Context: an optimization exercise on an open-source flow, tuned for small area. The choices shown serve that exercise and are no tape-out recipe.
Where RTL was checked, it was by simulation tests only, not by an equivalence proof against the original.
Function not checked in run 4: the RTL went through the layout flow alone.
Power is estimated from default activity; no workload was simulated.

$ cat flow/config.mk
export PLATFORM = sky130hd
export DESIGN_NAME = dcache
export DESIGN_NICKNAME = dcache
export VERILOG_FILES = /design/flow/design.v
export SDC_FILE = /design/flow/constraint.sdc
export NUM_CORES = 4
export LEC_CHECK = 0
export CAP_MARGIN = 20
export CORE_MARGIN = 2
export CORE_UTILIZATION = 30
export PLACE_DENSITY = 0.35
export SLEW_MARGIN = 20
$ cat flow/constraint.sdc
create_clock -name core_clock -period 12.0 [get_ports {CLK}]
set_input_delay 2.4000 -clock core_clock [delete_from_list [all_inputs] [get_ports {CLK}]]
set_output_delay 2.4000 -clock core_clock [all_outputs]
set_load 0.01 [all_outputs]
$ cat flow/design.v
module dcache #(
  parameter int IDX_W = 3
) (
  input  logic        CLK,
  input  logic        nRST,
  input  logic        halt,
  input  logic        dmemREN,
  input  logic        dmemWEN,
  input  logic [31:0] dmemaddr,
  input  logic [31:0] dmemstore,
  output logic        dhit,
  output logic [31:0] dmemload,
  output logic        flushed,
  output logic        dREN,
  output logic        dWEN,
  output logic [31:0] daddr,
  output logic [31:0] dstore,
  input  logic [31:0] dload,
  input  logic        dwait
);
  localparam int SETS  = 1 << IDX_W;
  localparam int TAG_W = 29 - IDX_W;
  localparam logic [IDX_W-1:0] LAST_IDX = '1;
  typedef enum logic [3:0] {
    IDLE, WB0, WB1, LD0, LD1, FL_CHK, FL0, FL1, DONE
  } state_t;
  state_t              r_state, w_next;
  logic [IDX_W-1:0]    r_fidx;
  logic [IDX_W-1:0]    r_req_idx;
  logic [TAG_W-1:0]    r_req_tag;
  logic [SETS-1:0]     r_valid;
  logic [SETS-1:0]     r_dirty;
  logic [TAG_W-1:0]    r_tag   [SETS];
  logic [31:0]         r_word0 [SETS];
  logic [31:0]         r_word1 [SETS];
  logic [TAG_W-1:0]    w_tag;
  logic [IDX_W-1:0]    w_idx;
  logic                w_off;
  logic                w_req;
  logic                w_hit;
  logic                w_miss;
  logic                w_unused;
  assign w_tag    = dmemaddr[31:3+IDX_W];
  assign w_idx    = dmemaddr[2+IDX_W:3];
  assign w_off    = dmemaddr[2];
  assign w_req    = dmemREN | dmemWEN;
  assign w_unused = &{1'b0, dmemaddr[1:0]};
  assign w_hit  = (r_state == IDLE) && !halt && w_req &&
                  r_valid[w_idx] && (r_tag[w_idx] == w_tag);
  assign w_miss = (r_state == IDLE) && !halt && w_req && !w_hit;
  always_comb begin
    w_next   = r_state;
    dhit     = 1'b0;
    dmemload = 32'h0;
    flushed  = 1'b0;
    dREN     = 1'b0;
    dWEN     = 1'b0;
    daddr    = 32'h0;
    dstore   = 32'h0;
    case (r_state)
      IDLE: begin
        if (halt) begin
          w_next = FL_CHK;
        end else if (w_hit) begin
          dhit = 1'b1;
          if (!dmemWEN) dmemload = w_off ? r_word1[w_idx] : r_word0[w_idx];
        end else if (w_req) begin
          w_next = (r_valid[w_idx] && r_dirty[w_idx]) ? WB0 : LD0;
        end
      end
      WB0: begin
        dWEN   = 1'b1;
        daddr  = {r_tag[r_req_idx], r_req_idx, 3'b000};
        dstore = r_word0[r_req_idx];
        if (!dwait) w_next = WB1;
      end
      WB1: begin
        dWEN   = 1'b1;
        daddr  = {r_tag[r_req_idx], r_req_idx, 3'b100};
        dstore = r_word1[r_req_idx];
        if (!dwait) w_next = LD0;
      end
      LD0: begin
        dREN  = 1'b1;
        daddr = {r_req_tag, r_req_idx, 3'b000};
        if (!dwait) w_next = LD1;
      end
      LD1: begin
        dREN  = 1'b1;
        daddr = {r_req_tag, r_req_idx, 3'b100};
        if (!dwait) w_next = IDLE;
      end
      FL_CHK: begin
        if (r_valid[r_fidx] && r_dirty[r_fidx]) w_next = FL0;
        else if (r_fidx == LAST_IDX)            w_next = DONE;
      end
      FL0: begin
        dWEN   = 1'b1;
        daddr  = {r_tag[r_fidx], r_fidx, 3'b000};
        dstore = r_word0[r_fidx];
        if (!dwait) w_next = FL1;
      end
      FL1: begin
        dWEN   = 1'b1;
        daddr  = {r_tag[r_fidx], r_fidx, 3'b100};
        dstore = r_word1[r_fidx];
        if (!dwait) w_next = (r_fidx == LAST_IDX) ? DONE : FL_CHK;
      end
      DONE: begin
        flushed = 1'b1;
      end
      default: w_next = IDLE;
    endcase
  end
  always_ff @(posedge CLK or negedge nRST) begin
    if (!nRST) begin
      r_state   <= IDLE;
      r_fidx    <= '0;
      r_req_idx <= '0;
      r_req_tag <= '0;
      r_valid   <= '0;
      r_dirty   <= '0;
      for (int i = 0; i < SETS; i++) begin
        r_tag[i]   <= '0;
        r_word0[i] <= '0;
        r_word1[i] <= '0;
      end
    end else begin
      r_state <= w_next;
      case (r_state)
        IDLE: begin
          if (halt) begin
            r_fidx <= '0;
          end else if (w_hit && dmemWEN) begin
            if (w_off) r_word1[w_idx] <= dmemstore;
            else       r_word0[w_idx] <= dmemstore;
            r_dirty[w_idx] <= 1'b1;
          end else if (w_miss) begin
            r_req_idx <= w_idx;
            r_req_tag <= w_tag;
          end
        end
        LD0: if (!dwait) r_word0[r_req_idx] <= dload;
        LD1: begin
          if (!dwait) begin
            r_word1[r_req_idx] <= dload;
            r_tag[r_req_idx]   <= r_req_tag;
            r_valid[r_req_idx] <= 1'b1;
            r_dirty[r_req_idx] <= 1'b0;
          end
        end
        FL_CHK: begin
          if (!(r_valid[r_fidx] && r_dirty[r_fidx]) && (r_fidx != LAST_IDX))
            r_fidx <= r_fidx + 1'b1;
        end
        FL1: begin
          if (!dwait) begin
            r_dirty[r_fidx] <= 1'b0;
            if (r_fidx != LAST_IDX) r_fidx <= r_fidx + 1'b1;
          end
        end
        default: ;
      endcase
    end
  end
endmodule
$ cat flow/run.sh
#!/bin/bash
# synth_recipe.tcl (not shown) runs the flow's synth.tcl, then flattens the netlist and writes it again
# the make line also repeats each setting of config.mk as NAME=value (left out here)
make -C /OpenROAD-flow-scripts/flow DESIGN_CONFIG=/design/flow/config.mk WORK_HOME=/design/flow/orfs CLKGATE_MAP_FILE= SYNTH_SCRIPT=/design/flow/synth_recipe.tcl finish
==> impl_results.md, run 1 <==
* Status: complete, no violations
* Placed instance area at 50900 µm²
* Final Hold Vio Count at 0
* Clk slew on worst S/H paths at 0.06 ns
* Fin area at 54000 µm²
* Cell Rows at 144
* Ys async rst share at 100%
* Mux cell area share after synthesis at 29.1%
* Hold_buf cts at 0
* Final setup fails at 0
* Adder-cell area share of the yosys netlist at 0.536%
* Tcrit/Tclk final at 91.8%
* Final ANT Viol Nets at 0
* Post-DP HPWL at 130 mm
* Fin nets at 4403
* I/O pin total at 202
* Initial core utilization at 30.2%
* CTS Buf Count at 100
* Number of buffers added on ports at 197
* CTS tree: built
* Layout area overhead at 15.7%
* Compound-cell area share of the yosys netlist at 18.9%
* # resized after CTS at 0
* Syn avg cell area at 10.9 µm²
* Static Leak at 0.0213 µW
* Drt wl/cell at 37.7 µm
* Power Total at 15300 µW
* Antenna violations before repair at 10
* Power per Cell Area at 283 nW/µm²
* Worst Path Arrival at 8.62 ns
* Final Critical Period at 11.02 ns
* GRT Resource Usage Total at 29.7%
* Max Cap Viol at 0
* Die Area at 159000 µm²
* Post-synth EDFFs at 0
* RSZ-0062 raised after global routing: no
* Multi-input logic area at 25800 µm²
* Register area at 19300 µm²
* Post-CTS setup buffer count at 0
* WP data required at 9.60 ns
* Startpoint types: primary input
* Most numerous cell in the Yosys netlist: mux2_2
* Worst skew pair latency at 0.72 ns
* Pre-CTS WS at 1.04 ns
* First-pass GRT wire length at 334 mm
* Fill count at 15.4k
* Layout cells sized above 1 at 29.7%
* Setup TNS Final at 0 ns
* Drc violations at 0
* Die height at 399 µm
* HP Class: register to register
* First-pass detailed-route iteration total at 10
* Simple-gate share of the synthesized area at 5.63%
* Synth warn at 4
* R2r startpoint: r_state[1]
* Worst Hold Launch: r_valid[5]
* RR Endpoint: r_word0[4][17]
* Nature of the critical path endpoint: primary output
* Hold-critical path depth at 1
* CTS HTree Levels at 3
* Max Slew Vio Count at 0
* Die width at 399 µm
* Largest net degree at the start of global routing at 146
* Vias in the first global route at 40.5k
* Synth area leader: dfrtp_1
* GPL Wtd Cong at 0.795
* Vias per inst at 6.33
* Worst-path maximum fanout at 20
* CTS sink cnt at 772
* Most used DFF post-synth: dfrtp_1
* Critical path class: primary input to primary output
* Post-synth top area share at 41.4%
* Critical path startpoint: dmemaddr[3]
* Slew @ Worst Pin at 1.18 ns
* DR iter-0 viols at 4806
* F_max at 0.0907 GHz
* Synth top area cells: dfrtp_1 (41%), mux2_2 (23%), mux2i_1 (5.5%), a222oi_1 (3.8%), a21oi_1 (3.2%)
* Relative slew slack at 21.5%
* Worst-case clock buffer depth at 3
* Routed via count at 40.5k
* Setup Skew at 0.0225 ns
* Worst vdd ir at 0.193 mV
* Post-Synth XOR/XNOR Area at 0.263%
* Mapped Cells at 4288
* Gr ovfl total at 0
* Post-synthesis cell area at 46700 µm²
* Most instantiated cells after synthesis: mux2_2 (948), dfrtp_1 (772), nand2_1 (322), clkbuf_1 (309), a21oi_1 (299)
* Setup WS post-layout at 0.979 ns
* Core area at 154000 µm²
* Worst Reg-to-Reg Cells at 10
* Hold endpoint: r_valid[5]
* R2R setup slack at 5.89 ns
* Largest family of logic cells by synthesized area: multiplexers
* Synthesis-stage register bit count at 772
* Final wirelength at 241 mm
* CTS Root Cell: clkbuf_16
* Register area share after synthesis at 41.4%
* Unique masters post-synth at 74
==> area by class of cell <==
cell class	instances	area share, %
inverter	32	0.248
timing repair buffer	310	5.56
tap	2044	4.73
clock inverter	19	0.303
sequential	772	35.8
antenna	1	0.00463
clock buffer	155	5.54
multi-input combinational	3065	47.8
==> worst max-delay path by stage <==
stage	depth (start not counted)	slack, ns	to
after global routing	15	0.79	dmemload[12]
after global placement	15	0.98	dmemload[12]
after detailed placement	15	1.04	dmemload[12]
after CTS	15	1.01	dmemload[12]
final	15	0.98	dmemload[12]
after floorplan	15	3.94	dmemload[23]
==> cell usage in the layout, fill, tap and decap left out, types with 101 or more instances in the layout <==
cell type          n
a221oi_1         107
a222oi_1         178
a21oi_1          295
dfrtp_1          770
a22oi_1          153
mux2_2           948
clkdlybuf4s50_1  194
nand2_1          317
nor2_1           130
o21ai_0          131
clkbuf_16        101
mux2i_1          258
==> kinds of logic (layout without fill, tap and decap cells) <==
family,after synthesis,after routing
AO/OA/AOI/OAI,1201,1201
XOR/XNOR,14,14
adder cells (fa/ha/maj),20,20
buffers and inverters,452,516
flip-flops,772,772
multiplexers,1231,1231
other,1,3
AND/OR/NAND/NOR,597,597
==> critical path, stage by stage <==
cell and delay (ns):
clkdlybuf4s50_1 0.84, inv_1 0.29, ha_1 0.32, ha_4 0.31
or4_2 0.90, buf_4 0.33, nor2_1 0.12, a31oi_1 0.06
xnor2_1 0.55, nand4_1 0.25, nor3_1 0.32, and3_1 0.23
nand2_2 0.42, a21oi_1 0.60, clkdlybuf4s50_1 0.64
==> power breakdown <==
part           internal (µW)  total [µW]  switching (µW)  leakage [µW]
sequential              3710        5040            1330       0.00979
combinational           2950        7250            4300       0.00995
clock                   1720        2990            1280       0.00156
==> stage by stage <==
stage	instances	hold WS, ns	utilization, %
final	6398	0.492	35.0
after global placement	6222	0.474	32.9
after floorplan	4289	0.444	-
after CTS	6397	0.491	35.0
after detailed placement	6223	0.478	32.9
after global routing	6397	0.505	35.0
==> sequential cells by signal, summed over array words and instances (netlist names), 4 cells and up <==
register	count
r_word1	256
r_req_tag	26
r_dirty	8
r_valid	8
r_word0	256
r_tag	208
r_state	4
==> per-layer routing <==
metal  share of wire [%]  track usage (%)
met5               0.022                0
met4                 4.6             12.2
met3                 6.4             4.08
met2                  46             47.9
met1                  43             39.8
==> inputs of run 2 (changes only) <==
==> flow/design.v (replaced) <==
module dcache #(
  parameter int IDX_W = 3
) (
  input  logic        CLK,
  input  logic        nRST,
  input  logic        halt,
  input  logic        dmemREN,
  input  logic        dmemWEN,
  input  logic [31:0] dmemaddr,
  input  logic [31:0] dmemstore,
  output logic        dhit,
  output logic [31:0] dmemload,
  output logic        flushed,
  output logic        dREN,
  output logic        dWEN,
  output logic [31:0] daddr,
  output logic [31:0] dstore,
  input  logic [31:0] dload,
  input  logic        dwait
);
  localparam int SETS  = 1 << IDX_W;
  localparam int TAG_W = 29 - IDX_W;
  logic                r_w, r_f, r_h, r_r;
  logic                n_w, n_f, n_h, n_r;
  logic [IDX_W-1:0]    r_fidx;
  logic [SETS-1:0]     r_valid;
  logic [SETS-1:0]     r_dirty;
  logic [TAG_W-1:0]    r_tag   [SETS];
  logic [31:0]         r_word0 [SETS];
  logic [31:0]         r_word1 [SETS];
  logic                w_idle, w_done, w_fchk, w_fl1;
  logic [IDX_W-1:0]    w_idx;
  logic [TAG_W-1:0]    w_tag_rd;
  logic                w_vd, w_hit, w_sthit, w_miss, w_last;
  logic                w_rsel, w_wsel, w_wr;
  logic [31:0]         w_wdata;
  logic                w_unused;
  assign w_unused = &{1'b0, dmemaddr[1:0]};
  assign w_idle = ~(r_w | r_f | r_r);
  assign w_done = r_f & r_h & ~r_w;
  assign w_fchk = r_f & ~r_h & ~r_w;
  assign w_fl1  = r_f & r_h & r_w;
  assign w_last = &r_fidx;
  assign w_idx    = r_f ? r_fidx : dmemaddr[2+IDX_W:3];
  assign w_tag_rd = r_tag[w_idx];
  assign w_vd     = r_valid[w_idx] & r_dirty[w_idx];
  assign w_rsel   = w_idle ? dmemaddr[2] : r_h;
  assign dmemload = w_rsel ? r_word1[w_idx] : r_word0[w_idx];
  assign dstore   = dmemload;
  assign w_hit   = w_idle & ~halt & (dmemREN | dmemWEN) &
                   r_valid[w_idx] & (w_tag_rd == dmemaddr[31:3+IDX_W]);
  assign w_miss  = w_idle & ~halt & (dmemREN | dmemWEN) & ~w_hit;
  assign w_sthit = w_hit & dmemWEN;
  assign dhit    = w_hit;
  assign dREN    = r_r;
  assign dWEN    = r_w;
  assign flushed = w_done;
  assign daddr   = {r_w ? w_tag_rd : dmemaddr[31:3+IDX_W], w_idx, r_h, 2'b00};
  always_comb begin
    {n_w, n_f, n_h, n_r} = {r_w, r_f, r_h, r_r};
    if (w_idle) begin
      if (halt)        {n_w, n_f, n_h, n_r} = 4'b0100;
      else if (w_miss) {n_w, n_f, n_h, n_r} = w_vd ? 4'b1000 : 4'b0001;
    end else if (w_fchk) begin
      if (w_vd)        {n_w, n_f, n_h, n_r} = 4'b1100;
      else if (w_last) {n_w, n_f, n_h, n_r} = 4'b0110;
    end else if (!w_done && !dwait) begin
      if (!r_h)        n_h = 1'b1;                           
      else if (r_r)    {n_w, n_f, n_h, n_r} = 4'b0000;       
      else if (!r_f)   {n_w, n_f, n_h, n_r} = 4'b0001;       
      else             {n_w, n_f, n_h, n_r} = w_last ? 4'b0110 : 4'b0100;  
    end
  end
  always_ff @(posedge CLK or negedge nRST) begin
    if (!nRST) {r_w, r_f, r_h, r_r} <= 4'b0000;
    else       {r_w, r_f, r_h, r_r} <= {n_w, n_f, n_h, n_r};
  end
  always_ff @(posedge CLK) begin
    if (!r_f)                                  r_fidx <= '0;
    else if ((w_fchk & ~w_vd) | (w_fl1 & ~dwait)) r_fidx <= r_fidx + 1'b1;
  end
  assign w_wr    = r_r | w_sthit;
  assign w_wsel  = r_r ? r_h : dmemaddr[2];
  assign w_wdata = r_r ? dload : dmemstore;
  always_ff @(posedge CLK or negedge nRST) begin
    if (!nRST) r_valid <= '0;
    else if (r_r) r_valid[w_idx] <= 1'b1;
  end
  always_ff @(posedge CLK) begin
    if (w_wr) r_dirty[w_idx] <= ~r_r;
    if (r_r)  r_tag[w_idx]   <= dmemaddr[31:3+IDX_W];
    if (w_wr & ~w_wsel) r_word0[w_idx] <= w_wdata;
    if (w_wr &  w_wsel) r_word1[w_idx] <= w_wdata;
  end
endmodule
==> impl_results.md, run 2 <==
* Mapped Cells at 1957
* Post-synth EDFFs at 728
* CTS Buf Count at 86
* Simple-gate share of the synthesized area at 5.66%
* Number of buffers added on ports at 197
* Synth warn at 1
* Worst Reg-to-Reg Cells at 12
* Cell Rows at 115
* Vias in the first global route at 18.5k
* RSZ-0062 raised after global routing: no
* Vias per inst at 5.24
* CP peak stage delay at 0.78 ns
* Max Cap Viol at 0
* R2r startpoint: r_f
* Most instantiated cells after synthesis: edfxtp_1 (728), nand2_1 (168), a21oi_1 (132), a22oi_1 (94), nor2_1 (75)
* Hold endpoint: r_valid[4]
* Antenna violations before repair at 2
* Hold-critical path depth at 1
* Die width at 319 µm
* Crit path max-delay family: buffers and inverters
* Final Critical Period at 9.23 ns
* Final Hold Vio Count at 0
* R2R setup slack at 5.26 ns
* Layout area overhead at 21.2%
* First-pass GRT wire length at 142 mm
* Unique masters post-synth at 68
* Core area at 98400 µm²
* Worst skew pair latency at 0.66 ns
* Adder-cell area share of the yosys netlist at 0.210%
* Gr ovfl total at 0
* Register area at 22200 µm²
* I/O pin total at 202
* Largest net degree at the start of global routing at 84
* Clk slew on worst S/H paths at 0.05 ns
* Final wirelength at 101 mm
* Static Leak at 0.0116 µW
* F_max at 0.108 GHz
* Fin nets at 2253
* Post-CTS setup buffer count at 0
* Comb pwr share at 41.8%
* Setup WS post-layout at 2.77 ns
* Worst Hold Launch: r_valid[4]
* CTS tree: built
* Synth top area cells: edfxtp_1 (73%), a22oi_1 (2.4%), a21oi_1 (2.2%), nand2_1 (2.1%), mux2i_1 (1.9%)
* Most numerous cell in the Yosys netlist: edfxtp_1
* Final ANT Viol Nets at 0
* CP max stage cell: buf_4
* Post-DP HPWL at 54.6 mm
* Internal power at 6130 µW
* Most frequent cells in the layout: edfxtp_1 (728), clkdlybuf4s50_1 (197), nand2_1 (165)
* Buf/Inv on CP at 3
* Synthesis-stage register bit count at 743
* Final hold slack at 0.458 ns
* CTS Root Cell: clkbuf_16
* Worst Path Arrival at 6.83 ns
* Startpoint types: primary input
* Register area share after synthesis at 74.5%
* Status: complete, no violations
* CTS sink cnt at 743
* Post-synth top area share at 73.3%
* Syn avg cell area at 15.2 µm²
* Die Area at 102000 µm²
* Sequential cell fraction of total power at 32.3%
* First-pass detailed-route iteration total at 5
* Setup TNS Final at 0 ns
* Setup Skew at 0.0243 ns
* Post-synthesis cell area at 29800 µm²
* Fill count at 9399
* Max Slew Vio Count at 0
* Multi-input logic area at 6990 µm²
* Critical path class: primary input to primary output
* Slew @ Worst Pin at 1.10 ns
* Pre-CTS WS at 2.70 ns
* HP Class: register to register
* Synth area leader: edfxtp_1
* Sw frac at 38.2%
* N_diodes at 0
* Power per Cell Area at 274 nW/µm²
* WP data required at 9.60 ns
* Post-Synth XOR/XNOR Area at 0.176%
* Initial core utilization at 30.3%
* Tcrit/Tclk final at 76.9%
* Ys async rst share at 1.62%
* Layout cells sized above 1 at 11.5%
* RR Endpoint: r_word1[7][28]
* Worst-case clock buffer depth at 3
* DR iter-0 viols at 1666
* Top flop regs: r_word0 x256, r_word1 x256, r_tag x208
* Die height at 319 µm
* Hold_buf cts at 0
* # resized after CTS at 0
* P_sw at 3790 µW
* Drt wl/cell at 28.9 µm
* Commonest non-fill, non-tap cell in the layout: edfxtp_1
* Largest family of logic cells by synthesized area: compound AO/OA/AOI/OAI gates
* Nature of the critical path endpoint: primary output
* Crit path depth at 9
* GRT Resource Usage Total at 19.5%
* Power Total at 9920 µW
* Compound-cell area share of the yosys netlist at 13.3%
* Worst vdd ir at 0.150 mV
* Crit-path cells: clkdlybuf4s50_1, or3_1, nand2_4, buf_4, a221oi_1, nor2_1, nor2_1, a211oi_1, clkdlybuf4s50_1
* CTS HTree Levels at 3
* Routed via count at 18.3k
* Mux cell area share after synthesis at 3.24%
* Relative slew slack at 26.6%
* Drc violations at 0
* Worst-path maximum fanout at 45
* GPL Wtd Cong at 0.714
* Clock power share at 25.9%
* Most used DFF post-synth: edfxtp_1
* Final setup fails at 0
==> run 2: routing by layer <==
layer / vias to the layer above / track usage [%] / wire [µm]
met5: - / 0 / 0
met4: 0 / 3.99 / 1730
met3: 106 / 2.72 / 3900
met2: 461 / 33.3 / 49800
met1: 9569 / 26.5 / 45700
li1: 8194 / - / -
==> run 2: final cells by class <==
cell class	instances	share of cell area, %
sequential	743	61.5
clock inverter	49	1.34
timing repair buffer	256	6.83
tap	1287	4.46
inverter	30	0.325
clock buffer	104	6.20
multi-input combinational	1029	19.3
==> run 2: logic make-up (layout without fill, tap and decap cells) <==
family	count (synthesis)	count (layout)
compound gates	554	554
xor+xnor	6	6
fa+ha+maj	5	5
buf+inv	186	439
flops	743	743
mux	92	92
other cells	1	2
simple gates	370	370
==> run 2: worst max path at each step <==
stage / to / startpoint
after floorplan: dstore[16] / dmemaddr[3]
after global placement: dhit / dmemaddr[5]
after detailed placement: dmemload[2] / dmemaddr[5]
after CTS: dmemload[2] / dmemaddr[5]
after global routing: dhit / dmemaddr[3]
final: dmemload[2] / dmemaddr[5]
==> run 2: metrics by stage <==
stage          cell area [µm²]  instances  util [%]
2_1_floorplan            29800       1958         -
3_3_place_gp             33300       3343      33.9
3_5_place_dp             33400       3343      33.9
4_1_cts                  36100       3496      36.7
5_1_grt                  36100       3498      36.7
6_report                 36100       3498      36.7
==> run 2: power by group through the flow <==
stage	clock (µW)	sequential, µW	combinational, µW
floorplan	0	3230	2340
global placement	0	3260	4220
detailed placement	0	3260	4230
CTS	2630	3210	4240
global route	2730	3220	4490
finish	2570	3210	4150
==> inputs of run 3 (changes only) <==
--- a/flow/design.v
+++ b/flow/design.v
@@ -34,3 +34,3 @@
   logic                w_vd, w_hit, w_sthit, w_miss, w_last;
-  logic                w_rsel, w_wsel, w_wr;
+  logic                w_rsel, w_wsel, w_wr, w_tagwr;
   logic [31:0]         w_wdata;
@@ -57,3 +57,3 @@
   assign flushed = w_done;
-  assign daddr   = {r_w ? w_tag_rd : dmemaddr[31:3+IDX_W], w_idx, r_h, 2'b00};
+  assign daddr   = {w_tag_rd, w_idx, r_h, 2'b00};
   always_comb begin
@@ -84,9 +84,10 @@
   assign w_wdata = r_r ? dload : dmemstore;
+  assign w_tagwr = (w_miss & ~w_vd) | (r_w & r_h & ~r_f & ~dwait);
   always_ff @(posedge CLK or negedge nRST) begin
     if (!nRST) r_valid <= '0;
-    else if (r_r) r_valid[w_idx] <= 1'b1;
+    else if (w_tagwr) r_valid[w_idx] <= 1'b1;
   end
   always_ff @(posedge CLK) begin
-    if (w_wr) r_dirty[w_idx] <= ~r_r;
-    if (r_r)  r_tag[w_idx]   <= dmemaddr[31:3+IDX_W];
+    if (w_wr)    r_dirty[w_idx] <= ~r_r;
+    if (w_tagwr) r_tag[w_idx]   <= dmemaddr[31:3+IDX_W];
     if (w_wr & ~w_wsel) r_word0[w_idx] <= w_wdata;
==> impl_results.md, run 3 <==
* Status: complete, no violations
* Most numerous cell in the Yosys netlist: edfxtp_1
* First-pass detailed-route iteration total at 7
* I/O pin total at 202
* Comb pwr share at 42.7%
* Largest net degree at the start of global routing at 66
* Layout area overhead at 21.7%
* Post-CTS setup buffer count at 0
* DR iter-0 viols at 1637
* CTS Buf Count at 87
* Sequential cell fraction of total power at 32.4%
* Synthesis-stage register bit count at 743
* Register area share after synthesis at 75.3%
* Worst-case clock buffer depth at 3
* Cell Rows at 115
* Syn avg cell area at 15.9 µm²
* Drt wl/cell at 29.6 µm
* R2R setup slack at 5.34 ns
* Post-synth top area share at 74.1%
* Antenna violations before repair at 3
* Final Critical Period at 9.55 ns
* Commonest non-fill, non-tap cell in the layout: edfxtp_1
* Setup Skew at 0.0252 ns
* Synth top area cells: edfxtp_1 (74%), nand2_1 (2.0%), a222oi_1 (1.9%), mux2i_1 (1.8%), a22oi_1 (1.6%)
* Worst Path Arrival at 7.15 ns
* Tcrit/Tclk final at 79.6%
* Drc violations at 0
* Most frequent cells in the layout: edfxtp_1 (728), clkdlybuf4s50_1 (197), nand2_1 (155)
* Ys async rst share at 1.62%
* CTS tree: built
* HP Class: register to register
* Most instantiated cells after synthesis: edfxtp_1 (728), nand2_1 (157), nor2_1 (84), a21oi_1 (79), clkbuf_1 (69)
* F_max at 0.105 GHz
* Slew @ Worst Pin at 1.16 ns
* Hold_buf cts at 0
* Vias in the first global route at 18.3k
* Mapped Cells at 1852
* Worst-path maximum fanout at 38
* Post-synth EDFFs at 728
* Number of buffers added on ports at 197
* Post-DP HPWL at 56.5 mm
* Layout cells sized above 1 at 12.4%
* N_diodes at 0
* Fill count at 9220
* Static Leak at 0.0115 µW
* Core area at 98000 µm²
* Worst skew pair latency at 0.65 ns
* Top flop regs: r_word0 x256, r_word1 x256, r_tag x208
* Max Cap Viol at 0
* CP max stage cell: clkdlybuf4s50_1
* Die height at 318 µm
* Sw frac at 38.3%
* Power Total at 10300 µW
* Relative slew slack at 22.9%
* RR Endpoint: r_word1[7][3]
* CTS HTree Levels at 3
* Initial core utilization at 30.1%
* Worst Reg-to-Reg Cells at 14
* Crit-path cells: clkdlybuf4s50_1, mux2i_4, buf_4, buf_4, nand2_1, a32o_1, o21ai_0, o211a_1, and4b_1, and4b_1, clkdlybuf4s50_1
* Die Area at 101000 µm²
* Final ANT Viol Nets at 0
* GPL Wtd Cong at 0.726
* Internal power at 6390 µW
* CTS sink cnt at 743
* Most used DFF post-synth: edfxtp_1
* GRT Resource Usage Total at 19.7%
* First-pass GRT wire length at 141 mm
* WP data required at 9.60 ns
* Final wirelength at 101 mm
* Crit path max-delay family: buffers and inverters
* Clk slew on worst S/H paths at 0.05 ns
* Worst Hold Launch: r_valid[3]
* Die width at 318 µm
* Routed via count at 18.0k
* Fin nets at 2170
* Synth warn at 1
* CTS Root Cell: clkbuf_16
* RSZ-0062 raised after global routing: no
* P_sw at 3960 µW
* Setup TNS Final at 0 ns
* Hold endpoint: r_valid[3]
* # resized after CTS at 0
* R2r startpoint: r_f
* Worst vdd ir at 0.163 mV
* Vias per inst at 5.26
* Nature of the critical path endpoint: primary output
* Gr ovfl total at 0
* Clock power share at 24.9%
* Startpoint types: primary input
* Final Hold Vio Count at 0
* Final setup fails at 0
* Critical path class: primary input to primary output
* Post-synthesis cell area at 29500 µm²
* Hold-critical path depth at 1
* Buf/Inv on CP at 4
* Unique masters post-synth at 77
* Synth area leader: edfxtp_1
* Power per Cell Area at 288 nW/µm²
* Max Slew Vio Count at 0
* CP peak stage delay at 0.71 ns
==> run 3: cell count changes after synthesis, sizes merged, moves of 11 or more <==
cell    delta
inv       -12
a31oi     +15
nand3     -38
a221oi    -12
nand2     -11
a32oi     -25
a222oi    +34
a21o      -24
a22oi     -32
nor4b     +11
a21oi     -53
a32o      +21
==> run 3: how the worst max path moves through the flow <==
stage                      from          to  slack, ns  cells after the start
detailed placement  dmemaddr[3]        dhit       2.42                     11
CTS                 dmemaddr[3]        dhit       2.43                     11
global route        dmemaddr[3]        dhit       2.31                     12
global placement    dmemaddr[3]        dhit       2.48                     11
finish              dmemaddr[3]        dhit       2.45                     11
floorplan           dmemaddr[3]  dstore[27]       4.83                     13
==> run 3: kinds of logic after synthesis <==
group                    Yosys count  share of synthesized area, %
AO/OA/AOI/OAI                    487                          12.5
adder cells (fa/ha/maj)            6                         0.254
other                              1                        0.0127
AND/OR/NAND/NOR                  354                          5.70
multiplexers                      88                          3.17
flip-flops                       743                          75.3
buffers and inverters            166                          2.84
XOR/XNOR                           7                         0.208
==> run 3: worst reg2reg max path, stage by stage (launching register included) <==
cell and delay [ns]:
dfrtp_1 0.32, buf_4 0.30, mux2i_4 0.49, buf_4 0.48, buf_4 0.68, a21o_1 0.36, o32ai_1 0.16, nor4b_1 0.55
xnor2_1 0.28, nand4_1 0.26, nor4_4 0.79, a31oi_2 0.19, buf_4 0.25, nor2_4 0.65, buf_4 0.54
==> run 3: stage by stage <==
| step | worst slack [ns] | util [%] | area (µm²) | hold WS (ns) | instances |
|---|---|---|---|---|---|
| after floorplan | 4.83 | - | 29500 | 0.437 | 1853 |
| after global placement | 2.48 | 33.8 | 33100 | 0.451 | 3258 |
| after detailed placement | 2.42 | 33.8 | 33200 | 0.462 | 3260 |
| after CTS | 2.43 | 36.6 | 35900 | 0.475 | 3416 |
| after global routing | 2.31 | 36.6 | 35900 | 0.485 | 3416 |
| final | 2.45 | 36.6 | 35900 | 0.470 | 3416 |
==> run 3: layout make-up <==
| type | instances | area [µm²] | share of cell area, % |
|---|---|---|---|
| Clock buffer | 113 | 2350 | 6.54 |
| Clock inverter | 43 | 388 | 1.08 |
| Inverter | 18 | 72.6 | 0.202 |
| Multi-Input combinational cell | 944 | 6710 | 18.7 |
| Sequential cell | 743 | 22200 | 61.9 |
| Tap cell | 1287 | 1610 | 4.48 |
| Timing Repair Buffer | 268 | 2550 | 7.10 |
==> run 3: power by group through the flow <==
stage	combinational, µW	sequential, µW	clock [µW]
2_1_floorplan	2400	3370	0
4_1_cts	4530	3350	2640
6_report	4420	3350	2570
5_1_grt	4750	3370	2730
3_5_place_dp	4510	3410	0
3_3_place_gp	4510	3400	0
==> run 3: per-layer routing <==
metal / track usage, % / part of all wire (%) / up-vias
met5: 0 / 0.025 / -
met4: 5.48 / 2.1 / 4
met3: 2.85 / 5.0 / 125
met2: 34.0 / 49 / 537
met1: 25.8 / 44 / 9390
li1: - / - / 7921
==> inputs of run 4 (changes only) <==
--- a/flow/design.v
+++ b/flow/design.v
@@ -33,2 +33,4 @@
   logic [TAG_W-1:0]    w_tag_rd;
+  logic [SETS-1:0]     w_oh8;
+  logic [2*SETS-1:0]   w_oh16;
   logic                w_vd, w_hit, w_sthit, w_miss, w_last;
@@ -44,7 +46,27 @@
   assign w_idx    = r_f ? r_fidx : dmemaddr[2+IDX_W:3];
-  assign w_tag_rd = r_tag[w_idx];
   assign w_vd     = r_valid[w_idx] & r_dirty[w_idx];
   assign w_rsel   = w_idle ? dmemaddr[2] : r_h;
-  assign dmemload = w_rsel ? r_word1[w_idx] : r_word0[w_idx];
-  assign dstore   = dmemload;
+  always_comb begin
+    for (int i = 0; i < SETS; i++) begin
+      w_oh8[i]        = (w_idx == i);
+      w_oh16[2*i]     = w_oh8[i] & ~w_rsel;
+      w_oh16[2*i + 1] = w_oh8[i] &  w_rsel;
+    end
+  end
+  for (genvar b = 0; b < TAG_W; b++) begin : g_tag_rd
+    logic [SETS-1:0] col;
+    for (genvar i = 0; i < SETS; i++) begin : g_i
+      assign col[i] = r_tag[i][b];
+    end
+    dcache_rd8 u_rd (.oh(w_oh8), .d(col), .q(w_tag_rd[b]));
+  end
+  for (genvar b = 0; b < 32; b++) begin : g_word_rd
+    logic [2*SETS-1:0] col;
+    for (genvar i = 0; i < SETS; i++) begin : g_i
+      assign col[2*i]     = r_word0[i][b];
+      assign col[2*i + 1] = r_word1[i][b];
+    end
+    dcache_rd16 u_rd (.oh(w_oh16), .d(col), .q(dmemload[b]));
+  end
+  assign dstore = dmemload;
   assign w_hit   = w_idle & ~halt & (dmemREN | dmemWEN) &
@@ -96 +118,51 @@
 endmodule
+module dcache_aoi222 (
+  input  logic a0, a1, b0, b1, c0, c1,
+  output logic y
+);
+  assign y = ~((a0 & a1) | (b0 & b1) | (c0 & c1));
+endmodule
+module dcache_nand2 (
+  input  logic a, b,
+  output logic y
+);
+  assign y = ~(a & b);
+endmodule
+module dcache_nand4 (
+  input  logic [3:0] a,
+  output logic       y
+);
+  assign y = ~&a;
+endmodule
+module dcache_nand6 (
+  input  logic [5:0] a,
+  output logic       y
+);
+  assign y = ~&a;
+endmodule
+module dcache_rd8 (
+  input  logic [7:0] oh,
+  input  logic [7:0] d,
+  output logic       q
+);
+  logic [3:0] t;
+  dcache_aoi222 u0 (.a0(oh[0]), .a1(d[0]), .b0(oh[1]), .b1(d[1]), .c0(oh[2]), .c1(d[2]), .y(t[0]));
+  dcache_aoi222 u1 (.a0(oh[3]), .a1(d[3]), .b0(oh[4]), .b1(d[4]), .c0(oh[5]), .c1(d[5]), .y(t[1]));
+  dcache_nand2  u2 (.a(oh[6]), .b(d[6]), .y(t[2]));
+  dcache_nand2  u3 (.a(oh[7]), .b(d[7]), .y(t[3]));
+  dcache_nand4  u4 (.a(t), .y(q));
+endmodule
+module dcache_rd16 (
+  input  logic [15:0] oh,
+  input  logic [15:0] d,
+  output logic        q
+);
+  logic [5:0] t;
+  dcache_aoi222 u0 (.a0(oh[0]),  .a1(d[0]),  .b0(oh[1]),  .b1(d[1]),  .c0(oh[2]),  .c1(d[2]),  .y(t[0]));
+  dcache_aoi222 u1 (.a0(oh[3]),  .a1(d[3]),  .b0(oh[4]),  .b1(d[4]),  .c0(oh[5]),  .c1(d[5]),  .y(t[1]));
+  dcache_aoi222 u2 (.a0(oh[6]),  .a1(d[6]),  .b0(oh[7]),  .b1(d[7]),  .c0(oh[8]),  .c1(d[8]),  .y(t[2]));
+  dcache_aoi222 u3 (.a0(oh[9]),  .a1(d[9]),  .b0(oh[10]), .b1(d[10]), .c0(oh[11]), .c1(d[11]), .y(t[3]));
+  dcache_aoi222 u4 (.a0(oh[12]), .a1(d[12]), .b0(oh[13]), .b1(d[13]), .c0(oh[14]), .c1(d[14]), .y(t[4]));
+  dcache_nand2  u5 (.a(oh[15]), .b(d[15]), .y(t[5]));
+  dcache_nand6  u6 (.a(t), .y(q));
+endmodule
==> flow/flow/run.sh (new file) <==
#!/bin/bash
# Standard ORFS layout, with small port buffers and a clock tree built from
# small clock buffers without dummy loads. ORFS writes each tool's full log
# under orfs/logs/; the make output goes to flow_make.log here.
set -euo pipefail
export BUFFER_PORTS_ARGS="-buffer_cell sky130_fd_sc_hd__buf_1"
export CTS_ARGS="-sink_clustering_enable -repair_clock_nets -dont_use_dummy_load -root_buf sky130_fd_sc_hd__clkbuf_4 -buf_list {sky130_fd_sc_hd__clkbuf_4} -sink_clustering_size 10 -sink_clustering_max_diameter 50"
bash standard.sh finish > flow_make.log 2>&1
==> flow/standard.sh (new file) <==
#!/bin/bash
# synth_recipe.tcl (not shown) runs the flow's synth.tcl, then flattens the netlist and writes it again
# the make line also repeats each setting of config.mk as NAME=value (left out here)
make -C /OpenROAD-flow-scripts/flow DESIGN_CONFIG=/design/flow/config.mk WORK_HOME=/design/flow/orfs CLKGATE_MAP_FILE= SYNTH_SCRIPT=/design/flow/synth_recipe.tcl "${@:-finish}"
--- a/flow/config.mk
+++ b/flow/config.mk
@@ -7,6 +7,8 @@
 export LEC_CHECK = 0
-export CAP_MARGIN = 20
+export CAP_MARGIN = 5
 export CORE_MARGIN = 2
-export CORE_UTILIZATION = 30
-export PLACE_DENSITY = 0.35
-export SLEW_MARGIN = 20
+export CORE_UTILIZATION = 50
+export PLACE_DENSITY = 0.6
+export SLEW_MARGIN = 5
+export SYNTH_HIERARCHICAL = 1
+export SYNTH_MINIMUM_KEEP_SIZE = 0
removed: flow/run.sh
==> impl_results.md, run 4 <==
* Status: complete, no violations
* F_max at 0.115 GHz
* Register area at 22200 µm²
* Setup TNS Final at 0 ns
* Largest net degree at the start of global routing at 47
* Commonest non-fill, non-tap cell in the layout: edfxtp_1
* Clk slew on worst S/H paths at 0.06 ns
* # resized after CTS at 0
* Post-DP HPWL at 33.7 mm
* CTS tree: built
* CTS Root Cell: clkbuf_4
* RR Endpoint: r_word0[2][29]
* Worst skew pair latency at 0.87 ns
* Synth warn at 7
* Max Cap Viol at 0
* Final setup fails at 0
* Worst Reg-to-Reg Cells at 17
* Post-synth EDFFs at 728
* Most numerous cell in the Yosys netlist: edfxtp_1
* Final ANT Viol Nets at 0
* Fill count at 4245
* HP Class: register to register
* Final Critical Period at 8.67 ns
* GPL Wtd Cong at 0.790
* Max Slew Vio Count at 0
* Power Total at 6160 µW
* Ys async rst share at 1.62%
* Die width at 238 µm
* Drc violations at 0
* Gr ovfl total at 0
* DR iter-0 viols at 1946
* Most frequent cells in the layout: edfxtp_1 (728), a222oi_1 (212), buf_1 (197)
* Layout cells sized above 1 at 12.5%
* Initial core utilization at 50.8%
* Cell Rows at 85
* Unique masters post-synth at 56
* Vias in the first global route at 15.5k
* Nature of the critical path endpoint: primary output
* Slew @ Worst Pin at 1.25 ns
* Most instantiated cells after synthesis: edfxtp_1 (728), a222oi_1 (212), nand2_1 (119), nor2_1 (42), buf_4 (36)
* Final wirelength at 65.8 mm
* Most used DFF post-synth: edfxtp_1
* Mapped Cells at 1440
* Routed via count at 15.3k
* Drt wl/cell at 27.2 µm
* RSZ-0062 raised after global routing: no
* Worst-case clock buffer depth at 3
* Fin nets at 1831
* Post-CTS setup buffer count at 0
* Post-synth top area share at 79.7%
* Worst-path maximum fanout at 26
* Startpoint types: primary input
* Die height at 238 µm
* Post-synthesis cell area at 27400 µm²
* Hold_buf cts at 0
* R2R setup slack at 5.17 ns
* CTS Buf Count at 88
* R2r startpoint: r_f
* Critical path class: primary input to primary output
* CTS sink cnt at 743
* GRT Resource Usage Total at 23.4%
* Layout area overhead at 9.10%
* Antenna violations before repair at 3
* Die Area at 56700 µm²
* Worst Hold Launch: r_valid[7]
* Relative slew slack at 16.8%
* Multi-input logic area at 5030 µm²
* Setup WS post-layout at 3.33 ns
* Static Leak at 0.00901 µW
* First-pass detailed-route iteration total at 6
* Top flop regs: r_word0 x256, r_word1 x256, r_tag x208
* Setup Skew at 0.113 ns
* CTS HTree Levels at 3
* Pre-CTS WS at 3.28 ns
* Syn avg cell area at 19.0 µm²
* Register area share after synthesis at 81.0%
* Hold-critical path depth at 1
* Final hold slack at 0.476 ns
* Synthesis-stage register bit count at 743
* Number of buffers added on ports at 197
* Power per Cell Area at 206 nW/µm²
* WP data required at 9.60 ns
* Hold endpoint: r_valid[7]
* Tcrit/Tclk final at 72.3%
* Synth top area cells: edfxtp_1 (80%), a222oi_1 (7.7%), nand2_1 (1.6%), mux2_2 (1.4%), dfrtp_1 (1.1%)
* Synth area leader: edfxtp_1
* Vias per inst at 6.35
* I/O pin total at 202
* Final Hold Vio Count at 0
* First-pass GRT wire length at 96.6 mm
* Worst Path Arrival at 6.27 ns
* Core area at 54000 µm²
* Worst vdd ir at 0.173 mV
-- run 4: changes by cell type after synthesis, moves of 45 or more --
cell | previous run | this run
a222oi_1 | 56 | 212
clkbuf_1 | 69 | 6
mux2i_1 | 53 | 8
a22oi_1 | 63 | 0
a21oi_1 | 79 | 6
-- run 4: Yosys stat by module, one instance, submodules excluded, excerpt --
module         flip-flops and latches  cells inside
dcache_nand6                        0             2
dcache_aoi222                       0             1
dcache_nand4                        0             1
dcache_nand2                        0             1
dcache                            743          1054
-- run 4: logic make-up after synthesis --
family	Yosys count	synth area share, %
XOR/XNOR	26	0.830
buffers and inverters	67	1.48
flip-flops	743	81.0
AND/OR/NAND/NOR	292	5.39
AO/OA/AOI/OAI	259	9.08
other	1	0.0137
multiplexers	44	1.80
adder cells (fa/ha/maj)	8	0.365
-- run 4: layer usage --
layer  GRT usage, %  vias to the layer above  part of all wire [%]
met1           30.9                     7741                    39
li1               -                     6771                     -
met2           38.9                      701                    49
met5              0                        -                 0.020
met4           7.27                        2                   2.5
met3           5.19                      124                   9.0
-- run 4: area by class of cell --
cell class / count / share of cell area, %
multi-input combinational: 631 / 16.8
inverter: 18 / 0.243
clock buffer: 88 / 2.21
sequential: 743 / 74.3
antenna: 2 / 0.0167
tap: 696 / 2.91
timing repair buffer: 239 / 3.53
-- run 4: worst max-delay path, cell delays in order --
cell      delay, ns
buf_1          0.13
a21boi_0       0.52
inv_1          0.19
ha_1           0.28
nand2_1        0.23
inv_1          0.08
buf_4          0.26
a222oi_1       0.39
nand4_1        0.21
xor2_1         0.19
nor4_1         0.66
nand2_1        0.12
nor4_1         0.39
buf_1          0.21
-- run 4: worst max path at each step --
| stage | from | end | slack [ns] | cells after the start |
|---|---|---|---|---|
| after floorplan | dmemaddr[3] | r_word0[1][0] | 3.42 | 15 |
| after global placement | dmemaddr[4] | dhit | 3.35 | 14 |
| after detailed placement | dmemaddr[4] | dhit | 3.28 | 14 |
| after CTS | dmemaddr[4] | dhit | 3.27 | 14 |
| after global routing | dmemaddr[4] | dhit | 3.09 | 14 |
| final | dmemaddr[4] | dhit | 3.33 | 14 |
-- run 4: metrics by stage --
stage	cell area [µm²]	util, %	instances
6_report	29900	55.4	2417
5_1_grt	29900	55.4	2417
4_1_cts	29900	55.4	2415
3_5_place_dp	29300	54.1	2327
3_3_place_gp	29300	54.1	2327
2_1_floorplan	27400	-	1441
-- run 4: power by group --
group / switching [µW] / leakage [µW] / internal, µW / total [µW]
clock network: 747 / 0.000405 / 337 / 1080
logic: 1460 / 0.00189 / 717 / 2170
registers: 23.5 / 0.00671 / 2880 / 2900
==> inputs of run 5 (changes only) <==
--- a/flow/design.v
+++ b/flow/design.v
@@ -124,2 +124,8 @@
 endmodule
+module dcache_aoi22 (
+  input  logic a0, a1, b0, b1,
+  output logic y
+);
+  assign y = ~((a0 & a1) | (b0 & b1));
+endmodule
 module dcache_nand2 (
@@ -130,4 +136,4 @@
 endmodule
-module dcache_nand4 (
-  input  logic [3:0] a,
+module dcache_nand3 (
+  input  logic [2:0] a,
   output logic       y
@@ -147,8 +153,7 @@
 );
-  logic [3:0] t;
+  logic [2:0] t;
   dcache_aoi222 u0 (.a0(oh[0]), .a1(d[0]), .b0(oh[1]), .b1(d[1]), .c0(oh[2]), .c1(d[2]), .y(t[0]));
   dcache_aoi222 u1 (.a0(oh[3]), .a1(d[3]), .b0(oh[4]), .b1(d[4]), .c0(oh[5]), .c1(d[5]), .y(t[1]));
-  dcache_nand2  u2 (.a(oh[6]), .b(d[6]), .y(t[2]));
-  dcache_nand2  u3 (.a(oh[7]), .b(d[7]), .y(t[3]));
-  dcache_nand4  u4 (.a(t), .y(q));
+  dcache_aoi22  u2 (.a0(oh[6]), .a1(d[6]), .b0(oh[7]), .b1(d[7]), .y(t[2]));
+  dcache_nand3  u3 (.a(t), .y(q));
 endmodule
--- a/flow/config.mk
+++ b/flow/config.mk
@@ -7,3 +7,3 @@
 export LEC_CHECK = 0
-export CAP_MARGIN = 5
+export CAP_MARGIN = 20
 export CORE_MARGIN = 2
@@ -11,3 +11,3 @@
 export PLACE_DENSITY = 0.6
-export SLEW_MARGIN = 5
+export SLEW_MARGIN = 20
 export SYNTH_HIERARCHICAL = 1
==> impl_results.md, run 5 <==
* HP Class: register to register
* Most Crowded Layer GR: met2
* Final setup fails at 0
* Drt wl/cell at 27.5 µm
* Die height at 239 µm
* Worst Hold Launch: r_valid[0]
* Mapped Cells at 1414
* Largest net degree at the start of global routing at 47
* R2r startpoint: r_f
* Synthesis-stage register bit count at 743
* Post-synth top area share at 79.4%
* Unique masters post-synth at 57
* Simple-gate share of the synthesized area at 4.55%
* GPL Wtd Cong at 0.763
* Most frequent cells in the layout: edfxtp_1 (728), a222oi_1 (212), buf_1 (197)
* Fin nets at 1807
* Post-DP HPWL at 33.6 mm
* Register area at 22200 µm²
* Met2 Track Usage GR at 38.1%
* Antenna violations before repair at 2
* CTS Root Cell: clkbuf_4
* Worst Reg-to-Reg Cells at 17
* Largest family of logic cells by synthesized area: compound AO/OA/AOI/OAI gates
* Hold endpoint: r_valid[0]
* Status: complete, no violations
* Core area at 54100 µm²
* Register area share after synthesis at 80.8%
* Fill count at 4262
* Gr ovfl total at 0
* Worst skew pair latency at 0.85 ns
* Tcrit/Tclk final at 72.0%
* Hold_buf cts at 0
* CTS HTree Levels at 3
* DR iter-0 viols at 2153
* Most numerous cell in the Yosys netlist: edfxtp_1
* Met1 Use GR at 31.9%
* Mux cell area share after synthesis at 1.79%
* Synth top area cells: edfxtp_1 (79%), a222oi_1 (7.7%), mux2_2 (1.4%), a22oi_2 (1.2%), dfrtp_1 (1.1%)
* Cell Rows at 85
* Die Area at 56900 µm²
* Final std cells w/o fill at 2393
* Post-synthesis cell area at 27500 µm²
* Routed via count at 15.4k
* Setup WS post-layout at 3.35 ns
* Multi-input logic area at 5130 µm²
* Worst vdd ir at 0.160 mV
* Placed insts at 2303
* WP data required at 9.60 ns
* I/O pin total at 202
* Setup Skew at 0.0914 ns
* Final hold slack at 0.470 ns
* Power per Cell Area at 206 nW/µm²
* Adder-cell area share of the yosys netlist at 0.364%
* Max Slew Vio Count at 0
* Placed instance area at 29400 µm²
* RR Endpoint: r_word0[2][5]
* First-pass detailed-route iteration total at 8
* Post-Synth XOR/XNOR Area at 0.828%
* Synth area leader: edfxtp_1
* Final wirelength at 65.9 mm
* First-pass GRT wire length at 97.0 mm
* Commonest non-fill, non-tap cell in the layout: edfxtp_1
* Layout area overhead at 9.54%
* Compound-cell area share of the yosys netlist at 10.2%
* Hold-critical path depth at 2
* Static Leak at 0.00906 µW
* Number of buffers added on ports at 197
* M3 GR Usage at 4.45%
* Max Cap Viol at 0
* Vias per inst at 6.43
* Final Hold Vio Count at 0
* Critical path class: primary input to primary output
* Pre-CTS WS at 3.32 ns
* Worst-path maximum fanout at 26
* Nature of the critical path endpoint: primary output
* F_max at 0.116 GHz
* Most instantiated cells after synthesis: edfxtp_1 (728), a222oi_1 (212), nand2_1 (67), nand3_1 (60), nor2_1 (42)
* Fin area at 30100 µm²
* Worst-case clock buffer depth at 3
* Most used DFF post-synth: edfxtp_1
* RSZ-0062 raised after global routing: no
* Setup TNS Final at 0 ns
* Layout cells sized above 1 at 14.3%
* Worst Path Arrival at 6.25 ns
* Top flop regs: r_word0 x256, r_word1 x256, r_tag x208
* Post-synth EDFFs at 728
* CTS sink cnt at 743
* Slew @ Worst Pin at 1.12 ns
* Initial core utilization at 50.8%
* CTS Buf Count at 86
* Post-CTS setup buffer count at 0
* Final ANT Viol Nets at 0
* Syn avg cell area at 19.5 µm²
* GRT Resource Usage Total at 23.4%
* R2R setup slack at 5.02 ns
* Relative slew slack at 25.6%
* Clk slew on worst S/H paths at 0.09 ns
* CTS tree: built
* Final Critical Period at 8.65 ns
* Vias in the first global route at 15.3k
* Drc violations at 0
* Die width at 239 µm
* Synth warn at 7
* Startpoint types: primary input
* Ys async rst share at 1.62%
* # resized after CTS at 0
run 5: cell types whose count changed after synthesis:
cell,change
nand4_1,-26
a22oi_2,+26
nand2_1,-52
nand3_1,+26
run 5: power by group:
part           total, µW  switching, µW  internal (µW)
logic               2220           1460            760
clock network       1070            741            330
registers           2900           24.6           2880
run 5: layer usage:
| metal | wire, µm | vias to the layer above |
|---|---|---|
| li1 | - | 6713 |
| met1 | 26400 | 7828 |
| met2 | 31800 | 720 |
| met3 | 6050 | 120 |
| met4 | 1680 | 0 |
| met5 | 0 | - |
run 5: worst max path at each step:
stage / from / to / slack [ns] / cells after the start
after detailed placement: dmemaddr[4] / dhit / 3.32 / 14
final: dmemaddr[4] / dhit / 3.35 / 14
after global placement: dmemaddr[4] / dhit / 3.40 / 14
after floorplan: dmemaddr[3] / r_word0[1][0] / 3.25 / 16
after CTS: dmemaddr[4] / dhit / 3.31 / 14
after global routing: dmemaddr[4] / dhit / 3.16 / 14
run 5: cells by family after synthesis:
group	Yosys count
simple gates	240
mux	44
fa+ha+maj	8
xor+xnor	26
flops	743
buf+inv	67
compound gates	285
other cells	1
run 5: critical path: stages:
cell and delay, ns:
buf_1 0.12, a21boi_0 0.51, inv_1 0.19, ha_1 0.28
nand2_1 0.22, inv_1 0.07, buf_4 0.27, a222oi_1 0.42
nand3_1 0.20, xor2_1 0.18, nor4_1 0.66, nand2_1 0.11
nor4_1 0.41, buf_1 0.20
run 5: per-stage QoR:
step                      utilization, %  power (µW)
after floorplan                        -        4470
after global placement              54.2        5170
after detailed placement            54.4        5200
after CTS                           55.6        6250
after global routing                55.7        6530
final                               55.7        6200
run 5: area by class of cell:
| class | instances | area share (%) |
|---|---|---|
| flip-flops and latches | 743 | 73.7 |
| inverters | 18 | 0.241 |
| diodes | 2 | 0.0166 |
| clock buffers | 86 | 2.14 |
| repair buffers | 243 | 3.97 |
| well taps | 696 | 2.89 |
| multi-input cells | 605 | 17.0 |
run 5: per-module statistics from Yosys, one instance, submodules excluded, a selection:
module | copies in the design | cells inside | flip-flops and latches | cell area (µm²)
dcache_aoi22 | 26 | 1 | 0 | 12.5
dcache_nand3 | 26 | 1 | 0 | 5.00
dcache_nand6 | 32 | 2 | 0 | 13.8
dcache_aoi222 | 212 | 1 | 0 | 10.0
dcache_nand2 | 32 | 1 | 0 | 3.75
dcache | 1 | 1054 | 743 | 24400
==> inputs of run 6 (changes only) <==
--- a/flow/design.v
+++ b/flow/design.v
@@ -36,3 +36,3 @@
   logic                w_vd, w_hit, w_sthit, w_miss, w_last;
-  logic                w_rsel, w_wsel, w_wr, w_tagwr;
+  logic                w_rsel, w_wr, w_tagwr;
   logic [31:0]         w_wdata;
@@ -46,3 +46,3 @@
   assign w_idx    = r_f ? r_fidx : dmemaddr[2+IDX_W:3];
-  assign w_vd     = r_valid[w_idx] & r_dirty[w_idx];
+  assign w_vd     = |(w_oh8 & r_valid & r_dirty);
   assign w_rsel   = w_idle ? dmemaddr[2] : r_h;
@@ -72,3 +72,3 @@
   assign w_hit   = w_idle & ~halt & (dmemREN | dmemWEN) &
-                   r_valid[w_idx] & (w_tag_rd == dmemaddr[31:3+IDX_W]);
+                   (|(w_oh8 & r_valid)) & (w_tag_rd == dmemaddr[31:3+IDX_W]);
   assign w_miss  = w_idle & ~halt & (dmemREN | dmemWEN) & ~w_hit;
@@ -104,3 +104,2 @@
   assign w_wr    = r_r | w_sthit;
-  assign w_wsel  = r_r ? r_h : dmemaddr[2];
   assign w_wdata = r_r ? dload : dmemstore;
@@ -109,9 +108,11 @@
     if (!nRST) r_valid <= '0;
-    else if (w_tagwr) r_valid[w_idx] <= 1'b1;
+    else       r_valid <= r_valid | (w_oh8 & {SETS{w_tagwr}});
   end
   always_ff @(posedge CLK) begin
-    if (w_wr)    r_dirty[w_idx] <= ~r_r;
-    if (w_tagwr) r_tag[w_idx]   <= dmemaddr[31:3+IDX_W];
-    if (w_wr & ~w_wsel) r_word0[w_idx] <= w_wdata;
-    if (w_wr &  w_wsel) r_word1[w_idx] <= w_wdata;
+    for (int i = 0; i < SETS; i++) begin
+      if (w_oh8[i] & w_wr)        r_dirty[i] <= ~r_r;
+      if (w_oh8[i] & w_tagwr)     r_tag[i]   <= dmemaddr[31:3+IDX_W];
+      if (w_oh16[2*i] & w_wr)     r_word0[i] <= w_wdata;
+      if (w_oh16[2*i + 1] & w_wr) r_word1[i] <= w_wdata;
+    end
   end
@@ -124,8 +125,2 @@
 endmodule
-module dcache_aoi22 (
-  input  logic a0, a1, b0, b1,
-  output logic y
-);
-  assign y = ~((a0 & a1) | (b0 & b1));
-endmodule
 module dcache_nand2 (
@@ -136,4 +131,4 @@
 endmodule
-module dcache_nand3 (
-  input  logic [2:0] a,
+module dcache_nand4 (
+  input  logic [3:0] a,
   output logic       y
@@ -153,7 +148,8 @@
 );
-  logic [2:0] t;
+  logic [3:0] t;
   dcache_aoi222 u0 (.a0(oh[0]), .a1(d[0]), .b0(oh[1]), .b1(d[1]), .c0(oh[2]), .c1(d[2]), .y(t[0]));
   dcache_aoi222 u1 (.a0(oh[3]), .a1(d[3]), .b0(oh[4]), .b1(d[4]), .c0(oh[5]), .c1(d[5]), .y(t[1]));
-  dcache_aoi22  u2 (.a0(oh[6]), .a1(d[6]), .b0(oh[7]), .b1(d[7]), .y(t[2]));
-  dcache_nand3  u3 (.a(t), .y(q));
+  dcache_nand2  u2 (.a(oh[6]), .b(d[6]), .y(t[2]));
+  dcache_nand2  u3 (.a(oh[7]), .b(d[7]), .y(t[3]));
+  dcache_nand4  u4 (.a(t), .y(q));
 endmodule
--- a/flow/config.mk
+++ b/flow/config.mk
@@ -7,3 +7,3 @@
 export LEC_CHECK = 0
-export CAP_MARGIN = 20
+export CAP_MARGIN = 0
 export CORE_MARGIN = 2
@@ -11,3 +11,3 @@
 export PLACE_DENSITY = 0.6
-export SLEW_MARGIN = 20
+export SLEW_MARGIN = 0
 export SYNTH_HIERARCHICAL = 1
==> impl_results.md, run 6 <==
* CP peak stage delay at 0.43 ns
* Worst-case clock buffer depth at 3
* Sequential cell fraction of total power at 49.1%
* Top flop regs: r_word0 x256, r_word1 x256, r_tag x208
* Gr ovfl total at 0
* Number of buffers added on ports at 197
* Final core utilization at 55.2%
* F_max at 0.114 GHz
* Placed insts at 2305
* Max Slew Vio Count at 0
* Commonest non-fill, non-tap cell in the layout: edfxtp_1
* Final Hold Vio Count at 0
* Most frequent cells in the layout: edfxtp_1 (728), a222oi_1 (212), buf_1 (197)
* Post-synthesis cell area at 27300 µm²
* Critical path class: primary input to primary output
* Final ANT Viol Nets at 0
* Power per Cell Area at 203 nW/µm²
* CP max stage cell: nand2_1
* Synth area leader: edfxtp_1
* Post-DP HPWL at 34.6 mm
* Startpoint types: primary input
* Routed via count at 15.4k
* Post-CTS setup buffer count at 0
* Unique masters post-synth at 60
* Clock power share at 17.9%
* Internal power at 3900 µW
* Register area share after synthesis at 81.3%
* First-pass GRT wire length at 98.2 mm
* WP data required at 9.60 ns
* Relative slew slack at 15.0%
* Clk slew on worst S/H paths at 0.11 ns
* CTS Root Cell: clkbuf_4
* Initial core utilization at 50.7%
* Nature of the critical path endpoint: primary output
* CTS tree: built
* CTS Buf Count at 87
* Comb pwr share at 33.0%
* Synth top area cells: edfxtp_1 (80%), a222oi_1 (7.8%), nand2_1 (1.5%), mux2_2 (1.4%), dfrtp_1 (1.1%)
* Most instantiated cells after synthesis: edfxtp_1 (728), a222oi_1 (212), nand2_1 (107), nor2_1 (42), nand4_1 (40)
* DR iter-0 viols at 2307
* Synth warn at 10
* Ys async rst share at 1.62%
* Syn avg cell area at 19.2 µm²
* Synthesis-stage register bit count at 743
* Final setup fails at 0
* Static Leak at 0.00880 µW
* Hold_buf cts at 0
* Crit-path cells: buf_1, nor2_1, or2_1, clkinv_8, nand2_1, inv_1, buf_4, a222oi_1, nand4_1, xnor2_1, nand4_1, nor4_1, nand3_2, nor2_2, buf_1
* Worst vdd ir at 0.145 mV
* Max Cap Viol at 0
* Drt wl/cell at 28.3 µm
* Core area at 53900 µm²
* Fin nets at 1802
* Final hold slack at 0.489 ns
* Vias in the first global route at 15.2k
* Status: complete, no violations
* Worst skew pair latency at 0.83 ns
* R2R setup slack at 5.55 ns
* Worst Path Arrival at 6.35 ns
* P_sw at 2140 µW
* Placed instance area at 29100 µm²
* Die Area at 56500 µm²
* Layout area overhead at 9.03%
* Fin area at 29800 µm²
* Mapped Cells at 1422
* GPL Wtd Cong at 0.777
* Final Critical Period at 8.75 ns
* Largest net degree at the start of global routing at 42
* Post-synth EDFFs at 728
* Antenna violations before repair at 1
* Tcrit/Tclk final at 72.9%
* Setup Skew at 0.0672 ns
* Setup TNS Final at 0 ns
* Final std cells w/o fill at 2396
* # resized after CTS at 0
* Sw frac at 35.4%
* Cell Rows at 85
* RSZ-0062 raised after global routing: no
* Most numerous cell in the Yosys netlist: edfxtp_1
* Post-synth top area share at 80.0%
* Die width at 238 µm
* Die height at 238 µm
* HP Class: register to register
* Vias per inst at 6.42
* GRT Resource Usage Total at 24.0%
* Slew @ Worst Pin at 1.27 ns
* Layout cells sized above 1 at 12.9%
* Drc violations at 0
* I/O pin total at 202
* First-pass detailed-route iteration total at 6
* Final wirelength at 67.8 mm
* Worst-path maximum fanout at 17
* Most used DFF post-synth: edfxtp_1
* CTS sink cnt at 743
* CTS HTree Levels at 3
run 6: logic make-up after synthesis:
logic type      synth area share [%]
mux                             1.55
other cells                   0.0137
simple gates                    5.71
xor+xnor                       0.866
buf+inv                         1.49
flops                           81.3
compound gates                  8.94
fa+ha+maj                     0.0916
run 6: path summary, 6_finish.rpt:
check                       startpoint             end  depth (start not counted)
max in group asynchronous         nRST             r_r                          1
min                         r_valid[3]      r_valid[3]                          1
max                        dmemaddr[3]            dhit                         15
min reg2reg                 r_valid[3]      r_valid[3]                          1
min in group asynchronous         nRST             r_f                          1
max reg2reg                        r_f  r_word0[2][15]                         17
run 6: cell type report:
cell class / count / area [µm²]
timing repair buffer: 236 / 1030
clock buffer: 87 / 653
inverter: 12 / 57.6
sequential: 743 / 22200
multi-input combinational: 618 / 4940
antenna: 4 / 10.0
fill: 4202 / 24100
tap: 696 / 871
run 6: stage by stage:
| step | total power (µW) | setup WS [ns] |
|---|---|---|
| after floorplan | 4330 | 4.66 |
| after global placement | 5000 | 3.25 |
| after detailed placement | 5010 | 3.19 |
| after CTS | 6080 | 3.18 |
| after global routing | 6320 | 2.93 |
| final | 6030 | 3.25 |
run 6: Yosys stat by module (local to each module, per instance), excerpt:
module         flip-flops and latches  cells  cell area [µm²]  times used
dcache                            743   1036            24300           1
dcache_aoi222                       0      1             10.0         212
dcache_nand2                        0      1             3.75          84
dcache_nand4                        0      1             6.26          26
dcache_nand6                        0      2             13.8          32
run 6: metal layers:
layer	GRT usage [%]	vias to the layer above	part of all wire, %
li1	-	6717	-
met1	33.8	7763	41
met3	5.82	93	10
met2	37.7	811	47
met4	6.25	0	1.8
met5	0	-	0
run 6: critical path: cells and delay by family:
family	cells	cell delay (ns)
simple gates	8	2.05
xor+xnor	1	0.42
compound gates	1	0.35
buf+inv	5	1.10
run 6: power by group through the flow:
stage | Sequential (µW) | Combinational, µW | Clock (µW)
5_1_grt | 2970 | 2130 | 1220
3_5_place_dp | 3020 | 1990 | 0
6_report | 2960 | 1990 | 1080
3_3_place_gp | 3020 | 1980 | 0
4_1_cts | 2960 | 2000 | 1120
2_1_floorplan | 3000 | 1330 | 0
==> inputs of run 7 (changes only) <==
--- a/flow/config.mk
+++ b/flow/config.mk
@@ -7,3 +7,3 @@
 export LEC_CHECK = 0
-export CAP_MARGIN = 0
+export CAP_MARGIN = 5
 export CORE_MARGIN = 2
@@ -11,3 +11,3 @@
 export PLACE_DENSITY = 0.6
-export SLEW_MARGIN = 0
+export SLEW_MARGIN = 5
 export SYNTH_HIERARCHICAL = 1
==> impl_results.md, run 7 <==
* Antenna violations before repair at 1
* Hold_buf cts at 0
* GPL Wtd Cong at 0.777
* Worst-case clock buffer depth at 3
* Initial core utilization at 50.7%
* Unique masters post-synth at 60
* DR iter-0 viols at 2307
* Core area at 53900 µm²
* Vias per inst at 6.42
* Max Cap Viol at 0
* Tcrit/Tclk final at 72.9%
* Drt wl/cell at 28.3 µm
* Post-synth top area share at 80.0%
* Ys async rst share at 1.62%
* Top flop regs: r_word0 x256, r_word1 x256, r_tag x208
* Fin nets at 1802
* Final setup fails at 0
* Power per Cell Area at 203 nW/µm²
* CTS Buf Count at 87
* Nature of the critical path endpoint: primary output
* Final wirelength at 67.8 mm
* Final Hold Vio Count at 0
* Largest net degree at the start of global routing at 42
* Most used DFF post-synth: edfxtp_1
* Synth top area cells: edfxtp_1 (80%), a222oi_1 (7.8%), nand2_1 (1.5%), mux2_2 (1.4%), dfrtp_1 (1.1%)
* Number of buffers added on ports at 197
* Mapped Cells at 1422
* Synthesis-stage register bit count at 743
* Fin area at 29800 µm²
* Setup Skew at 0.0672 ns
* Routed via count at 15.4k
* Post-synthesis cell area at 27300 µm²
* Worst Path Arrival at 6.35 ns
* Final Critical Period at 8.75 ns
* Die Area at 56500 µm²
* Final core utilization at 55.2%
* Max Slew Vio Count at 0
* Worst vdd ir at 0.145 mV
* Post-synth EDFFs at 728
* Worst-path maximum fanout at 17
* Register area share after synthesis at 81.3%
* First-pass GRT wire length at 98.2 mm
* R2R setup slack at 5.55 ns
* Status: complete, no violations
* Final std cells w/o fill at 2396
* Setup TNS Final at 0 ns
* Vias in the first global route at 15.2k
* Most frequent cells in the layout: edfxtp_1 (728), a222oi_1 (212), buf_1 (197)
* CTS HTree Levels at 3
* CTS tree: built
* Worst skew pair latency at 0.83 ns
* Placed insts at 2305
* Most instantiated cells after synthesis: edfxtp_1 (728), a222oi_1 (212), nand2_1 (107), nor2_1 (42), nand4_1 (40)
* I/O pin total at 202
* Post-DP HPWL at 34.6 mm
* Cell Rows at 85
* Clk slew on worst S/H paths at 0.11 ns
* Gr ovfl total at 0
* Power Total at 6030 µW
* CTS Root Cell: clkbuf_4
* Synth warn at 10
* Drc violations at 0
* Critical path class: primary input to primary output
* Syn avg cell area at 19.2 µm²
* Slew @ Worst Pin at 1.27 ns
* Commonest non-fill, non-tap cell in the layout: edfxtp_1
* # resized after CTS at 0
* Layout cells sized above 1 at 12.9%
* F_max at 0.114 GHz
* First-pass detailed-route iteration total at 6
* Fill count at 4202
* WP data required at 9.60 ns
* GRT Resource Usage Total at 24.0%
* Layout area overhead at 9.03%
* Most numerous cell in the Yosys netlist: edfxtp_1
* RSZ-0062 raised after global routing: no
* Final ANT Viol Nets at 0
* Synth area leader: edfxtp_1
* Placed instance area at 29100 µm²
* HP Class: register to register
* CTS sink cnt at 743
* Post-CTS setup buffer count at 0
* Static Leak at 0.00880 µW
* Startpoint types: primary input
* Die width at 238 µm
* Relative slew slack at 15.0%
* Die height at 238 µm
-- run 7: final cells by class --
type,count,area [µm²],area share [%]
inverter,12,57.6,0.193
timing repair buffer,236,1030,3.47
antenna,4,10.0,0.0336
sequential,743,22200,74.6
tap,696,871,2.92
multi-input combinational,618,4940,16.6
clock buffer,87,653,2.19
-- run 7: worst max-delay path: stages --
cell      delay [ns]
buf_1           0.07
nor2_1          0.14
or2_1           0.41
clkinv_8        0.12
nand2_1         0.43
inv_1           0.38
buf_4           0.34
a222oi_1        0.35
nand4_1         0.18
xnor2_1         0.42
nand4_1         0.15
nor4_1          0.42
nand3_2         0.17
nor2_2          0.15
buf_1           0.19
-- run 7: final timing paths --
check / from / to / cells past startpoint
min reg2reg: r_valid[3] / r_valid[3] / 1
max: dmemaddr[3] / dhit / 15
min: r_valid[3] / r_valid[3] / 1
min in group asynchronous: nRST / r_f / 1
max reg2reg: r_f / r_word0[2][15] / 17
max in group asynchronous: nRST / r_r / 1
-- run 7: through the flow --
step                      hold WS [ns]  worst slack, ns
after floorplan                  0.435             4.66
after global placement           0.458             3.25
after detailed placement         0.465             3.19
after CTS                        0.494             3.18
after global routing             0.502             2.93
final                            0.489             3.25
-- run 7: power by group --
part           switching (µW)  internal (µW)  leakage (µW)
Combinational            1360            634       0.00169
Clock                     748            334      0.000400
Sequential               30.8           2930       0.00671
Total                    2140           3900       0.00880
-- run 7: kinds of logic after synthesis --
group / Yosys count / synth area share, %
xor+xnor: 27 / 0.866
fa+ha+maj: 2 / 0.0916
compound gates: 251 / 8.94
simple gates: 298 / 5.71
mux: 38 / 1.55
buf+inv: 62 / 1.49
other cells: 1 / 0.0137
flops: 743 / 81.3
-- run 7: Yosys stat by module, one instance, submodules excluded, excerpt --
module / cells inside / flops+latches / area [µm²] / copies in the design
dcache_nand4: 1 / 0 / 6.26 / 26
dcache_nand6: 2 / 0 / 13.8 / 32
dcache: 1036 / 743 / 24300 / 1
dcache_nand2: 1 / 0 / 3.75 / 84
dcache_aoi222: 1 / 0 / 10.0 / 212
-- run 7: metal layers --
metal  wire length (µm)  up-vias  global-route usage (%)
met5                  0        -                       0
met4               1210        0                    6.25
li1                   -     6717                       -
met2              31800      811                    37.7
met3               7100       93                    5.82
met1              27700     7763                    33.8

Re-timed with assumed drivers on the ports (clkbuf_16 on the clock, buf_2 on other inputs), run 7 has 3.223 ns of setup slack against 3.252 ns with ideal ports, and 3.223 ns once port delays also move by the mid clock arrival of 0.857 ns.
